From an optimization exercise on the open Yosys and OpenROAD flow, aimed at small area and a short achievable clock period; shortcuts taken in it are not production practice. The RTL was checked by simulation tests, not by an equivalence proof against the original design. The clock port is modelled as an ideal driver, which makes a skipped or thinned clock tree look cheaper than it is; a real chip needs a root buffer or a tree. Power is estimated from default activity; no workload was simulated.

T:
==> module ahb_sram_slave, before the edit <==
module ahb_sram_slave #(
  parameter int                    ADDR_WIDTH  = 32,
  parameter int                    DATA_WIDTH  = 32,
  parameter int                    DEPTH       = 64,
  parameter logic [ADDR_WIDTH-1:0] BASE        = 32'h4000_0100,
  parameter int                    WAIT_STATES = 1,
  parameter bit                    READ_ONLY   = 1'b0
) (
  input  logic                  HCLK,
  input  logic                  HRESETn,
  input  logic                  HSELx,
  input  logic [ADDR_WIDTH-1:0] HADDR,
  input  logic                  HWRITE,
  input  logic [2:0]            HSIZE,
  input  logic [2:0]            HBURST,
  input  logic [3:0]            HPROT,
  input  logic [1:0]            HTRANS,
  input  logic                  HMASTLOCK,
  input  logic                  HREADY,
  input  logic [DATA_WIDTH-1:0] HWDATA,
  output logic                  HREADYOUT,
  output logic                  HRESP,
  output logic [DATA_WIDTH-1:0] HRDATA
);
  localparam int BYTES     = DATA_WIDTH / 8;
  localparam int LANE_BITS = $clog2(BYTES);
  localparam int IDX_BITS  = $clog2(DEPTH);
  localparam int WIN_BITS  = LANE_BITS + IDX_BITS;
  logic                  r_busy;     
  logic                  r_ready;    
  logic                  r_resp;     
  logic                  r_wr;       
  logic [BYTES-1:0]      r_strb;     
  logic [DEPTH-1:0]      r_sel;      
  logic [BYTES-1:0]      r_lane;     
  logic [DATA_WIDTH-1:0] r_rdata;
  logic             w_in_window;
  logic             w_err;
  logic             w_accept;
  logic [BYTES-1:0] w_strb;
  logic             w_unused;
  assign w_in_window = (HADDR[ADDR_WIDTH-1:WIN_BITS] == BASE[ADDR_WIDTH-1:WIN_BITS]);
  assign w_err = ~w_in_window | HSIZE[2] | (HSIZE[1] & HSIZE[0])
               | (HSIZE[0] & HADDR[0]) | (HSIZE[1] & (HADDR[1] | HADDR[0]))
               | (READ_ONLY && HWRITE);
  assign w_strb[0] = HSIZE[1] | (~HADDR[1] & (HSIZE[0] | ~HADDR[0]));
  assign w_strb[1] = HSIZE[1] | (~HADDR[1] & (HSIZE[0] |  HADDR[0]));
  assign w_strb[2] = HSIZE[1] | ( HADDR[1] & (HSIZE[0] | ~HADDR[0]));
  assign w_strb[3] = HSIZE[1] | ( HADDR[1] & (HSIZE[0] |  HADDR[0]));
  assign w_accept = ~r_busy & HSELx & HREADY & HTRANS[1];
  assign w_unused = ^{HBURST, HPROT, HMASTLOCK, HTRANS[0]};
  always_ff @(posedge HCLK or negedge HRESETn) begin
    if (!HRESETn) begin
      r_busy  <= 1'b0;
      r_ready <= 1'b1;
      r_resp  <= 1'b0;
      r_lane <= '0;
    end else begin
      r_busy  <= w_accept;
      r_ready <= ~w_accept;
      if (!r_busy) begin
        r_resp <= w_accept & w_err;
      end
      r_lane <= {BYTES{r_busy & r_wr}} & r_strb;
    end
  end
  assign HREADYOUT = r_ready;
  assign HRESP     = r_resp;
  always_ff @(posedge HCLK) begin
    r_wr   <= w_accept & ~w_err & HWRITE;
    if (!r_busy) begin
      r_strb <= w_strb;
      for (int w = 0; w < DEPTH; w++) begin
        r_sel[w] <= (HADDR[LANE_BITS +: IDX_BITS] == IDX_BITS'(w));
      end
    end
  end
  logic [DATA_WIDTH-1:0] w_mem [DEPTH];
  for (genvar w = 0; w < DEPTH; w++) begin : g_word
    for (genvar b = 0; b < BYTES; b++) begin : g_lane
      logic w_we;
      logic w_hold;
      assign w_we   = r_sel[w] & r_lane[b];
      assign w_hold = ~w_we;
      for (genvar i = 0; i < 8; i++) begin : g_bit
        ahb_sram_bit u_bit (
          .clk (HCLK),
          .we  (w_we),
          .hold(w_hold),
          .d   (HWDATA[b*8+i]),
          .q   (w_mem[w][b*8+i])
        );
      end
    end
  end
  localparam int NGRP = (DEPTH + 2) / 3;    
  logic [DATA_WIDTH-1:0] w_rd;
  for (genvar i = 0; i < DATA_WIDTH; i++) begin : g_rbit
    logic [NGRP-1:0] w_part_n;
    for (genvar g = 0; g < NGRP; g++) begin : g_grp
      if (3*g + 2 < DEPTH) begin : g_three
        ahb_sram_ao3n u_ao (
          .s0(r_sel[3*g]),   .d0(w_mem[3*g][i]),
          .s1(r_sel[3*g+1]), .d1(w_mem[3*g+1][i]),
          .s2(r_sel[3*g+2]), .d2(w_mem[3*g+2][i]),
          .y_n(w_part_n[g])
        );
      end else begin : g_one
        assign w_part_n[g] = ~(r_sel[3*g] & w_mem[3*g][i]);
      end
    end
    assign w_rd[i] = ~&w_part_n;
  end
  always_ff @(posedge HCLK) begin
    r_rdata <= w_rd;
  end
  assign HRDATA = r_rdata;
endmodule
export LEC_CHECK = 0
export CAP_MARGIN = 20
export CORE_MARGIN = 2
export CORE_UTILIZATION = 70
export SETUP_SLACK_MARGIN = 3.8
export SLEW_MARGIN = 20
export SYNTH_HIERARCHICAL = 1
export TNS_END_PERCENT = 10
create_clock -name core_clock -period 6.0 [get_ports {HCLK}]
standard.sh (not shown) runs the stock make flow with config.mk's settings and CLKGATE_MAP_FILE= SYNTH_SCRIPT=/design/flow/synth_recipe.tcl, a recipe that flattens the netlist after the stock synthesis.
==> flow/flow/run.sh <==
#!/bin/bash
# The standard layout, with the clock tree built by flow/mycts_hook.tcl
# (run by ORFS's cts step as its PRE_CTS_TCL hook) instead of TritonCTS.
set -euo pipefail
here=$(pwd)
bash standard.sh PRE_CTS_TCL="$here/flow/mycts_hook.tcl" finish > "$here/standard_flow.log" 2>&1
Other scripts of this flow, unchanged in this note and not shown: flow/flow/mycts_hook.tcl
The following lists how P was set up differently from T:
--- a/flow/design.v
+++ b/flow/design.v
@@ -95,9 +95,11 @@
   end
   localparam int NGRP = (DEPTH + 2) / 3;    
   logic [DATA_WIDTH-1:0] w_rd;
   for (genvar i = 0; i < DATA_WIDTH; i++) begin : g_rbit
-    logic [NGRP-1:0] w_part_n;
+    logic [23:0] w_part_n;     
+    logic [7:0]  w_l2;
+    logic [3:0]  w_l3_n;
     for (genvar g = 0; g < NGRP; g++) begin : g_grp
       if (3*g + 2 < DEPTH) begin : g_three
         ahb_sram_ao3n u_ao (
           .s0(r_sel[3*g]),   .d0(w_mem[3*g][i]),
@@ -108,9 +110,17 @@
       end else begin : g_one
         assign w_part_n[g] = ~(r_sel[3*g] & w_mem[3*g][i]);
       end
     end
-    assign w_rd[i] = ~&w_part_n;
+    assign w_part_n[23:NGRP] = '1;
+    for (genvar j = 0; j < 7; j++) begin : g_l2
+      ahb_sram_nand3 u_n3 (.a(w_part_n[3*j]), .b(w_part_n[3*j+1]), .c(w_part_n[3*j+2]), .y(w_l2[j]));
+    end
+    assign w_l2[7] = ~w_part_n[21];
+    for (genvar j = 0; j < 4; j++) begin : g_l3
+      ahb_sram_nor2 u_o2 (.a(w_l2[2*j]), .b(w_l2[2*j+1]), .y(w_l3_n[j]));
+    end
+    assign w_rd[i] = ~&w_l3_n;
   end
   always_ff @(posedge HCLK) begin
     r_rdata <= w_rd;
   end
@@ -134,4 +144,16 @@
   output logic y_n
 );
   assign y_n = ~((s0 & d0) | (s1 & d1) | (s2 & d2));
 endmodule
+module ahb_sram_nand3 (
+  input  logic a, b, c,
+  output logic y
+);
+  assign y = ~(a & b & c);
+endmodule
+module ahb_sram_nor2 (
+  input  logic a, b,
+  output logic y
+);
+  assign y = ~(a | b);
+endmodule
Results
Synthesized instance count (P vs. T) increases by a few percent
Worst reg-to-reg path cell count in P is 1 above T.
Diff T -> P: met3 demand-to-capacity share in global routing saw little to no change; post-detailed-placement half-perimeter wirelength saw an increase; overall power did not really move; maximum number of pins on one net before global-route repair dropped 1; count of placed standard cells in the final layout, fillers left out shows an increase of 127.
P reports a higher global-route wire length before repair than T does.
The sequential fraction of total cell area of P and that of T are within noise of each other.
Between T and P, the core footprint figures differ only marginally.
The lower share of the clock period used by the worst path came out of P.
No run of this note takes its clock network from TritonCTS; it comes from the design's own scripts or RTL.

[port drivers added, routing unchanged]
In the flow no input, the clock included, has a driving cell. The finished layouts below were timed again as built, in two steps. Step 1 sets driving cells, clkbuf_16 on the clock port and buf_2 on the other inputs (assumed; they add their load-dependent delay and slew). Step 2 moves the port delays by t, midway between the first and last clock arrival at a register: inputs arrive t later, outputs are due t later. That takes back most of the time a late clock gives input paths. Three values: ideal, step 1, step 2; two values: the first two.
run	shift t [ns]	slack for setup (ns)	worst register clock-pin slew, ns
T	0.770	3.514 / 3.341 / 3.158	0.10 / 0.10
P	0.756	3.581 / 3.415 / 3.134	0.10 / 0.10
After both steps every run listed still meets setup and hold. The setup slack of P, which loses most, moves by -0.166 ns with the drivers and by -0.447 ns with both steps.
